What follows belongs to an exercise in optimizing a design on an open flow for small area and few clock cycles per item; a production flow would make more cautious choices. Only simulation tests tie the RTL to the original design; equivalence was not proved. No activity file was given, so power comes from the tool's default toggle rates.

--- design/flow/config.mk ---
export PLATFORM = sky130hd
export DESIGN_NAME = llc_hit_miss_top
export DESIGN_NICKNAME = llc_hit_miss_top
export VERILOG_FILES = /design/flow/design.v
export SDC_FILE = /design/flow/constraint.sdc
export NUM_CORES = 4
export LEC_CHECK = 0
export CAP_MARGIN = 20
export CORE_MARGIN = 2
export CORE_UTILIZATION = 40
export SLEW_MARGIN = 20
--- design/flow/constraint.sdc ---
create_clock -name core_clock -period 10.0 [get_ports {clk_i}]
set_input_delay 2.0000 -clock core_clock [delete_from_list [all_inputs] [get_ports {clk_i}]]
set_output_delay 2.0000 -clock core_clock [all_outputs]
set_load 0.01 [all_outputs]
--- design/flow/design.v ---
`default_nettype none
package llc_pkg;
  localparam int unsigned addr_width   = 32;
  localparam int unsigned id_width     = 4;
  localparam int unsigned offset_width = 4;
  localparam int unsigned index_width  = 4;
  localparam int unsigned num_ways     = 4;
  localparam int unsigned tag_width    = addr_width - index_width - offset_width;
  localparam int unsigned num_sets     = 2 ** index_width;
  typedef logic [addr_width-1:0]  addr_t;
  typedef logic [id_width-1:0]    id_t;
  typedef logic [index_width-1:0] index_t;
  typedef logic [tag_width-1:0]   tag_t;
  typedef logic [num_ways-1:0]    way_ind_t;
  typedef struct packed {
    addr_t addr;
    id_t   id;
    logic  rw;
  } desc_in_t;
  typedef struct packed {
    addr_t    addr;
    id_t      id;
    logic     rw;
    way_ind_t way_ind;
    logic     refill;
    logic     evict;
    tag_t     evict_tag;
  } desc_out_t;
  typedef struct packed {
    index_t index;
    tag_t   tag;
    logic   dirty;
  } tag_req_t;
  typedef struct packed {
    way_ind_t way_ind;
    logic     hit;
    logic     evict;
    tag_t     evict_tag;
  } tag_res_t;
  typedef struct packed {
    index_t   index;
    way_ind_t way_ind;
  } lock_t;
endpackage
`default_nettype wire
`default_nettype none
module llc_tag_store
(
  input  logic     clk_i,
  input  logic     rst_n_i,
  input  llc_pkg::tag_req_t req_i,
  input  logic     req_valid_i,
  output logic          req_ready_o,
  output llc_pkg::tag_res_t      res_o,
  output logic          res_valid_o,
  input  logic     res_ready_i
);
  typedef logic [$clog2(llc_pkg::num_ways)-1:0] way_num_t;
  typedef enum logic {st_clear, st_ready} init_state_e;
  init_state_e state_q;
  llc_pkg::index_t      clr_cnt_q;
  llc_pkg::tag_t        tag_q   [llc_pkg::num_sets][llc_pkg::num_ways];
  llc_pkg::way_ind_t    valid_q [llc_pkg::num_sets];
  llc_pkg::way_ind_t    dirty_q [llc_pkg::num_sets];
  way_num_t    rr_q    [llc_pkg::num_sets];
  llc_pkg::tag_res_t    res_q;
  logic        res_valid_q;
  llc_pkg::way_ind_t    set_valid;
  llc_pkg::way_ind_t    set_dirty;
  llc_pkg::way_ind_t    hit_vec;
  logic        hit;
  logic        inv_found;
  way_num_t    hit_num;
  way_num_t    inv_num;
  way_num_t    sel_num;
  llc_pkg::tag_res_t    lookup;
  logic        req_fire;
  assign set_valid = valid_q[req_i.index];
  assign set_dirty = dirty_q[req_i.index];
  always_comb begin
    hit_vec   = '0;
    hit_num   = '0;
    inv_found = 1'b0;
    inv_num   = '0;
    for (int w = 0; w < llc_pkg::num_ways; w++) begin
      if (set_valid[w] && (tag_q[req_i.index][w] == req_i.tag)) begin
        hit_vec[w] = 1'b1;
        hit_num    = way_num_t'(w);
      end
      if (!set_valid[w] && !inv_found) begin
        inv_found = 1'b1;
        inv_num   = way_num_t'(w);
      end
    end
  end
  assign hit = |hit_vec;
  assign sel_num = hit ? hit_num : (inv_found ? inv_num : rr_q[req_i.index]);
  assign lookup.way_ind   = llc_pkg::way_ind_t'(1) << sel_num;
  assign lookup.hit       = hit;
  assign lookup.evict     = !hit && set_valid[sel_num] && set_dirty[sel_num];
  assign lookup.evict_tag = tag_q[req_i.index][sel_num];
  assign req_ready_o = (state_q == st_ready) && (!res_valid_q || res_ready_i);
  assign req_fire    = req_valid_i && req_ready_o;
  always_ff @(posedge clk_i) begin
    if (!rst_n_i) begin
      state_q     <= st_clear;
      clr_cnt_q   <= '0;
      res_valid_q <= 1'b0;
    end else begin
      if (state_q == st_clear) begin
        clr_cnt_q <= clr_cnt_q + 1'b1;
        if (clr_cnt_q == llc_pkg::index_t'(llc_pkg::num_sets - 1)) begin
          state_q <= st_ready;
        end
      end
      if (req_fire) begin
        res_valid_q <= 1'b1;
      end else if (res_ready_i) begin
        res_valid_q <= 1'b0;
      end
    end
  end
  always_ff @(posedge clk_i) begin
    if (req_fire) begin
      res_q <= lookup;
    end
    if (state_q == st_clear) begin
      valid_q[clr_cnt_q] <= '0;
      dirty_q[clr_cnt_q] <= '0;
      rr_q[clr_cnt_q]    <= '0;
    end else if (req_fire) begin
      if (hit) begin
        dirty_q[req_i.index][sel_num] <= set_dirty[sel_num] | req_i.dirty;
      end else begin
        valid_q[req_i.index][sel_num] <= 1'b1;
        dirty_q[req_i.index][sel_num] <= req_i.dirty;
        tag_q[req_i.index][sel_num]   <= req_i.tag;
        if (!inv_found) begin
          rr_q[req_i.index] <= rr_q[req_i.index] + 1'b1;
        end
      end
    end
  end
  assign res_o       = res_q;
  assign res_valid_o = res_valid_q;
endmodule
`default_nettype wire
`default_nettype none
module llc_lock_table
#(
  parameter int unsigned num_locks = 4
) (
  input  logic  clk_i,
  input  logic  rst_n_i,
  input  llc_pkg::lock_t lock_i,
  input  logic  lock_req_i,
  output logic       locked_o,
  input  llc_pkg::lock_t unlock_i,
  input  logic  unlock_valid_i
);
  logic [num_locks-1:0] ent_valid_q;
  logic [llc_pkg::index_width+llc_pkg::num_ways-1:0] ent_q [num_locks];
  logic [num_locks-1:0] match_vec;
  logic [num_locks-1:0] unlock_vec;
  logic [num_locks-1:0] free_vec;
  logic                 free_found;
  always_comb begin
    match_vec  = '0;
    unlock_vec = '0;
    free_vec   = '0;
    free_found = 1'b0;
    for (int i = 0; i < num_locks; i++) begin
      match_vec[i]  = ent_valid_q[i] && (ent_q[i] == lock_i);
      unlock_vec[i] = unlock_valid_i && ent_valid_q[i] && (ent_q[i] == unlock_i);
      if (!ent_valid_q[i] && !free_found) begin
        free_vec[i] = 1'b1;
        free_found  = 1'b1;
      end
    end
  end
  assign locked_o = (|match_vec) || (&ent_valid_q);
  always_ff @(posedge clk_i) begin
    if (!rst_n_i) begin
      ent_valid_q <= '0;
    end else begin
      ent_valid_q <= (ent_valid_q & ~unlock_vec) | (lock_req_i ? free_vec : '0);
    end
  end
  always_ff @(posedge clk_i) begin
    for (int i = 0; i < num_locks; i++) begin
      if (lock_req_i && free_vec[i]) begin
        ent_q[i] <= lock_i;
      end
    end
  end
endmodule
`default_nettype wire
`default_nettype none
module llc_hit_miss_ctrl
(
  input  logic     clk_i,
  input  logic     rst_n_i,
  input  llc_pkg::desc_in_t desc_i,
  input  logic     valid_i,
  output logic          ready_o,
  output llc_pkg::desc_out_t     desc_o,
  output logic          hit_valid_o,
  input  logic     hit_ready_i,
  output logic          miss_valid_o,
  input  logic     miss_ready_i,
  output llc_pkg::tag_req_t      tag_req_o,
  output logic          tag_req_valid_o,
  input  logic     tag_req_ready_i,
  input  llc_pkg::tag_res_t tag_res_i,
  input  logic     tag_res_valid_i,
  output logic          tag_res_ready_o,
  output llc_pkg::lock_t         lock_o,
  output logic          lock_req_o,
  input  logic     locked_i
);
  logic     busy_q;
  llc_pkg::desc_in_t desc_q;
  logic     can_take;
  logic     accept;
  logic     out_valid;
  logic     xfer;
  assign tag_req_o.index = desc_i.addr[llc_pkg::offset_width +: llc_pkg::index_width];
  assign tag_req_o.tag   = desc_i.addr[llc_pkg::offset_width + llc_pkg::index_width +: llc_pkg::tag_width];
  assign tag_req_o.dirty = desc_i.rw;
  assign can_take        = !busy_q || xfer;
  assign tag_req_valid_o = valid_i && can_take;
  assign ready_o         = can_take && tag_req_ready_i;
  assign accept          = valid_i && ready_o;
  assign desc_o.addr      = desc_q.addr;
  assign desc_o.id        = desc_q.id;
  assign desc_o.rw        = desc_q.rw;
  assign desc_o.way_ind   = tag_res_i.way_ind;
  assign desc_o.refill    = !tag_res_i.hit;
  assign desc_o.evict     = tag_res_i.evict;
  assign desc_o.evict_tag = tag_res_i.evict_tag;
  assign lock_o.index   = desc_q.addr[llc_pkg::offset_width +: llc_pkg::index_width];
  assign lock_o.way_ind = tag_res_i.way_ind;
  assign out_valid    = busy_q && tag_res_valid_i && !locked_i;
  assign hit_valid_o  = out_valid && tag_res_i.hit;
  assign miss_valid_o = out_valid && !tag_res_i.hit;
  assign xfer = (hit_valid_o && hit_ready_i) || (miss_valid_o && miss_ready_i);
  assign tag_res_ready_o = xfer;
  assign lock_req_o      = xfer;
  always_ff @(posedge clk_i) begin
    if (!rst_n_i) begin
      busy_q <= 1'b0;
    end else if (accept) begin
      busy_q <= 1'b1;
    end else if (xfer) begin
      busy_q <= 1'b0;
    end
  end
  always_ff @(posedge clk_i) begin
    if (accept) begin
      desc_q <= desc_i;
    end
  end
endmodule
`default_nettype wire
`default_nettype none
module llc_hit_miss
#(
  parameter int unsigned num_locks = 4
) (
  input  logic     clk_i,
  input  logic     rst_n_i,
  input  llc_pkg::desc_in_t desc_i,
  input  logic     valid_i,
  output logic          ready_o,
  output llc_pkg::desc_out_t     desc_o,
  output logic          hit_valid_o,
  input  logic     hit_ready_i,
  output logic          miss_valid_o,
  input  logic     miss_ready_i,
  input  llc_pkg::lock_t    unlock_i,
  input  logic     unlock_valid_i
);
  llc_pkg::tag_req_t tag_req;
  logic     tag_req_valid;
  logic     tag_req_ready;
  llc_pkg::tag_res_t tag_res;
  logic     tag_res_valid;
  logic     tag_res_ready;
  llc_pkg::lock_t    lock;
  logic     lock_req;
  logic     locked;
  llc_hit_miss_ctrl u_ctrl (
    .clk_i           (clk_i),
    .rst_n_i         (rst_n_i),
    .desc_i          (desc_i),
    .valid_i         (valid_i),
    .ready_o         (ready_o),
    .desc_o          (desc_o),
    .hit_valid_o     (hit_valid_o),
    .hit_ready_i     (hit_ready_i),
    .miss_valid_o    (miss_valid_o),
    .miss_ready_i    (miss_ready_i),
    .tag_req_o       (tag_req),
    .tag_req_valid_o (tag_req_valid),
    .tag_req_ready_i (tag_req_ready),
    .tag_res_i       (tag_res),
    .tag_res_valid_i (tag_res_valid),
    .tag_res_ready_o (tag_res_ready),
    .lock_o          (lock),
    .lock_req_o      (lock_req),
    .locked_i        (locked)
  );
  llc_tag_store u_tag_store (
    .clk_i       (clk_i),
    .rst_n_i     (rst_n_i),
    .req_i       (tag_req),
    .req_valid_i (tag_req_valid),
    .req_ready_o (tag_req_ready),
    .res_o       (tag_res),
    .res_valid_o (tag_res_valid),
    .res_ready_i (tag_res_ready)
  );
  llc_lock_table #(
    .num_locks (num_locks)
  ) u_lock_table (
    .clk_i          (clk_i),
    .rst_n_i        (rst_n_i),
    .lock_i         (lock),
    .lock_req_i     (lock_req),
    .locked_o       (locked),
    .unlock_i       (unlock_i),
    .unlock_valid_i (unlock_valid_i)
  );
endmodule
`default_nettype wire
`default_nettype none
module llc_hit_miss_top
(
  input  logic        clk_i,
  input  logic        rst_n_i,
  input  logic [31:0] in_addr_i,
  input  logic [3:0]  in_id_i,
  input  logic        in_rw_i,
  input  logic        valid_i,
  output logic             ready_o,
  output logic [31:0]      out_addr_o,
  output logic [3:0]       out_id_o,
  output logic             out_rw_o,
  output logic [3:0]       out_way_ind_o,
  output logic             out_refill_o,
  output logic             out_evict_o,
  output logic [23:0]      out_evict_tag_o,
  output logic             hit_valid_o,
  input  logic        hit_ready_i,
  output logic             miss_valid_o,
  input  logic        miss_ready_i,
  input  logic [3:0]  unlock_index_i,
  input  logic [3:0]  unlock_way_ind_i,
  input  logic        unlock_valid_i
);
  llc_pkg::desc_in_t  desc_in;
  llc_pkg::desc_out_t desc_out;
  llc_pkg::lock_t     unlock;
  assign desc_in.addr = in_addr_i;
  assign desc_in.id   = in_id_i;
  assign desc_in.rw   = in_rw_i;
  assign unlock.index   = unlock_index_i;
  assign unlock.way_ind = unlock_way_ind_i;
  assign out_addr_o      = desc_out.addr;
  assign out_id_o        = desc_out.id;
  assign out_rw_o        = desc_out.rw;
  assign out_way_ind_o   = desc_out.way_ind;
  assign out_refill_o    = desc_out.refill;
  assign out_evict_o     = desc_out.evict;
  assign out_evict_tag_o = desc_out.evict_tag;
  llc_hit_miss #(
    .num_locks (4)
  ) u_hit_miss (
    .clk_i          (clk_i),
    .rst_n_i        (rst_n_i),
    .desc_i         (desc_in),
    .valid_i        (valid_i),
    .ready_o        (ready_o),
    .desc_o         (desc_out),
    .hit_valid_o    (hit_valid_o),
    .hit_ready_i    (hit_ready_i),
    .miss_valid_o   (miss_valid_o),
    .miss_ready_i   (miss_ready_i),
    .unlock_i       (unlock),
    .unlock_valid_i (unlock_valid_i)
  );
endmodule
`default_nettype wire
--- design/flow/run.sh ---
#!/bin/bash
# synth_recipe.tcl (not shown) runs the flow's synth.tcl, then flattens the netlist and writes it again
# the make line also repeats each setting of config.mk as NAME=value (left out here)
make -C /OpenROAD-flow-scripts/flow DESIGN_CONFIG=/design/flow/config.mk WORK_HOME=/design/flow/orfs CLKGATE_MAP_FILE= SYNTH_SCRIPT=/design/flow/synth_recipe.tcl finish
==> impl_metrics.toml <==
[cts]
h-tree-depth = 4
cts_setup_buffers = 0
cts_tree = "done"
clkSinkCount = 1806
insertion_delay_ns = 0.89
cts.repair.resized = 0
path_clk_slew_ns = 0.06
clk_path_buf_depth = 3
hold_buffers = 0
cts_root_buf = "clkbuf_16"
cts_inserted_buffers = 194

[sta]
tns_ns = 0
min_period_ns = 8.64
max_slew.worst_pin.slew_ns = 1.25
rsz0062_at_grt = "no"
fin_skew_ns = 0.0430
layout_setup_ws_ns = 1.36
hold_viol_final = 0
setup_viol = 0
maxSlewHeadroom = 0.157
fin_crit_sh = 0.864
report.final.slew_viol_count = 0
fmax_mhz = 116

[route]
dr.pass1.iters = 8
vias = 64277
ant_nets = 0
avgViaCountPerCell = 6.94
drtIter0Drc = 12812
wl_per_cell_um = 41.5
drc = 0
totalWireLength_um = 384000

[logic_synthesis]
synth_nets = 6075
yosys.area.top_type = "edfxtp_1"
synthMuxAreaShare = 0.163
syn_inst = 6023
synth.avg_cell_area_sq_um = 14.2
synthTopCellsByArea = "edfxtp_1, mux2i_1, mux4_2"
synth-compound-area-share = 0.0786
seq_area_frac_synth = 0.632
synth_seq_cells = 1806
ys_types = 104
synth_xor_area_frac = 0.0124
async_flop_share = 0
synth-simple-area-share = 0.0793
ys.flop_type = "edfxtp_1"
synth_edf_count = 1795
synthAdderAreaFrac = 0.000146
syn-cell-area_sq_um = 85600
yosysWarnings = 4
synth_top_family_by_area = "multiplexers"
yosysTopAreaCellShare = 0.629

[worst_setup_path]
cp-end-kind = "flip-flop"
crit_fanout = 37
critPathRequiredTime_ns = 10.60
crit_type = "in2reg"
reg2regPathDepth = 17
crit_arrival_ns = 9.24
start_kind = "primary input"

[floorplanning]
die_area_sq_um = 218000
std_cell_rows = 169
design.core.area_sq_um = 213000
ios = 121
die_x_um = 467
initial_core_util = 0.403
die_height_um = 467

[finish]
finalNetCount = 6314
design_area_sq_um = 98200
drive_gt1_frac = 0.165
stdcell_count = 9267
syn_to_final_growth_pct = 14.7

[placed_design]
placed_cells_incl_taps = 8887
hpwl_um = 244000
io_buffers = 120
dpl_worst_slack_ns = 0.944
gp_congestion = 1.02
place_area_sq_um = 91600

[global_routing]
grt_overflow_total = 0
antenna_found_initial = 40
grt_max_degree = 116
grt_usage = 0.343
grt_pass1_wl_um = 510000
grt_pass1_vias = 59147

[power_and_ir_drop]
ir_drop_mv = 0.170
power.leakage_nw = 33.4
p_per_area_nw_per_um2 = 183

[flow_run]
maxCapViolations = 0

[min_path]
min_path_cells = 2
hold_class = "reg2reg"

[run_status]
status = "finished clean"
## cell usage after synthesis, types with 11 or more instances
master / n
a211o_1: 14
a211oi_1: 17
a21oi_1: 138
a221o_1: 37
a221oi_1: 47
a22oi_1: 47
a31oi_1: 81
a32oi_1: 60
and3_1: 44
buf_1: 23
buf_2: 95
buf_4: 126
buf_6: 66
clkbuf_1: 148
dfxtp_1: 11
edfxtp_1: 1795
inv_1: 20
mux2_2: 39
mux2i_1: 919
mux4_2: 189
nand2_1: 642
nand2b_1: 11
nand3_1: 140
nand4_1: 47
nor2_1: 306
nor2b_1: 17
nor3_1: 135
nor4_1: 50
o2111ai_1: 14
o211ai_1: 19
o21ai_0: 60
o221ai_1: 27
o22ai_1: 290
or3_1: 18
xnor2_1: 66
xor2_1: 55
## sequential cells by signal (all words and copies together), names as in the netlist
register,cells
u_hit_miss.u_tag_store.tag_q,1536
u_hit_miss.u_tag_store.clr_cnt_q,4
u_hit_miss.u_tag_store.rr_q,32
u_hit_miss.u_tag_store.valid_q,64
u_hit_miss.u_tag_store.dirty_q,64
u_hit_miss.u_tag_store.state_q,1
u_hit_miss.u_lock_table.ent_valid_q,4
u_hit_miss.u_ctrl.busy_q,1
u_hit_miss.u_lock_table.ent_q,32
u_hit_miss.u_ctrl.desc_q,37
u_hit_miss.u_tag_store.res_q,30
u_hit_miss.u_tag_store.res_valid_q,1
## worst max-delay path, stage by stage
cell      delay (ns)
buf_2           0.31
buf_4           0.28
or3b_4          0.60
buf_12          0.34
o22ai_1         0.14
nor4_1          0.75
a21boi_0        1.05
nand4b_1        0.30
nor4_4          0.49
nor2b_1         0.16
or2_4           0.39
buf_12          0.24
nor2_4          0.69
buf_4           0.35
buf_4           0.24
a31oi_1         0.12
a31oi_1         0.23
nand2_1         0.08
or3_1           0.34
## path summary, 6_finish.rpt
check	startpoint	to	slack, ns
worst max-delay path	in_addr_i[6]	u_hit_miss.u_tag_store.res_q[1]	1.36
worst max register to register	u_hit_miss.u_tag_store.tag_q[55][3]	u_hit_miss.u_tag_store.res_q[1]	3.45
worst min-delay path	u_hit_miss.u_tag_store.res_valid_q	u_hit_miss.u_tag_store.res_valid_q	0.53
worst min register to register	u_hit_miss.u_tag_store.res_valid_q	u_hit_miss.u_tag_store.res_valid_q	0.53
## routing by layer
metal / wire length, um / up-vias / GRT usage
li1: - / 24375 / -
met1: 138000 / 32415 / 0.451
met2: 158000 / 6157 / 0.475
met3: 60100 / 1300 / 0.128
met4: 28300 / 30 / 0.220
met5: 338 / - / 0.00461
## power by group
part	internal [mW]	switching [mW]
registers	8.33	0.00780
logic	0.657	1.50
clock network	4.30	3.19
## cells by family after synthesis
logic type / Yosys count
adder cells (fa/ha/maj): 1
AO/OA/AOI/OAI: 966
multiplexers: 1149
buffers and inverters: 489
flip-flops: 1806
AND/OR/NAND/NOR: 1491
XOR/XNOR: 121
## through the flow
step	util	hold WS [ns]	total power, mW
after floorplan	-	0.471	9.66
after CTS	0.462	0.526	17.9
final	0.462	0.528	18.0
after global placement	0.431	0.486	10.5
after global routing	0.462	0.570	18.3
after detailed placement	0.431	0.517	10.5
## area by class of cell
type | count | area, sq um
Timing Repair Buffer | 506 | 4760
Clock inverter | 123 | 1440
Sequential cell | 1806 | 54100
Multi-Input combinational cell | 3728 | 29100
Fill cell | 18456 | 114000
Inverter | 26 | 106
Clock buffer | 235 | 5070
Antenna cell | 22 | 55.1
Tap cell | 2821 | 3530
## placed cells by master (no fill, tap or decap), types with 19 or more instances in the layout
cell,netlist,final
a21oi_1,138,138
a221o_1,37,37
a221oi_1,47,47
a22oi_1,47,47
a31oi_1,81,80
a32oi_1,60,60
and3_1,44,44
buf_12,2,63
buf_2,95,26
buf_4,126,324
bufinv_16,0,26
clkbuf_1,148,38
clkbuf_16,0,197
clkdlybuf4s50_1,0,92
clkinv_1,1,34
clkinv_2,0,40
diode_2,0,22
edfxtp_1,1795,1795
inv_1,20,19
mux2_2,39,39
mux2i_1,919,919
mux4_2,189,189
nand2_1,642,642
nand3_1,140,139
nand4_1,47,47
nor2_1,306,247
nor2_4,1,55
nor3_1,135,117
nor4_1,50,50
o211ai_1,19,19
o21ai_0,60,60
o221ai_1,27,27
o22ai_1,290,290
xnor2_1,66,66
xor2_1,55,55
Testbench counts, summed over its fixed seeds: cycles 42,114, items 24,000.

-- afterwards: timing with drivers on the ports --
Ports are ideal in the flow. The routed layout listed here was re-timed in OpenROAD. Step 1 assumes that a clkbuf_16 drives the clock port and a buf_2 every other input. Step 2 also shifts input and output timing later by t, the mid clock arrival at the registers, as if the neighbouring blocks saw the same clock. a / b / c = ideal / step 1 / step 2; a / b = the first two.
shift t [ns]: 0.970
slack for setup (ns): 1.361 / 1.438 / 0.469
clock arrival spread, ns: 0.043 / 0.043
slew at the worst register clock pin (ns): 0.07 / 0.07
After both steps setup and hold are still met in this run. For this run, drivers alone change the setup slack by +0.077 ns; drivers and shift together by -0.892 ns.
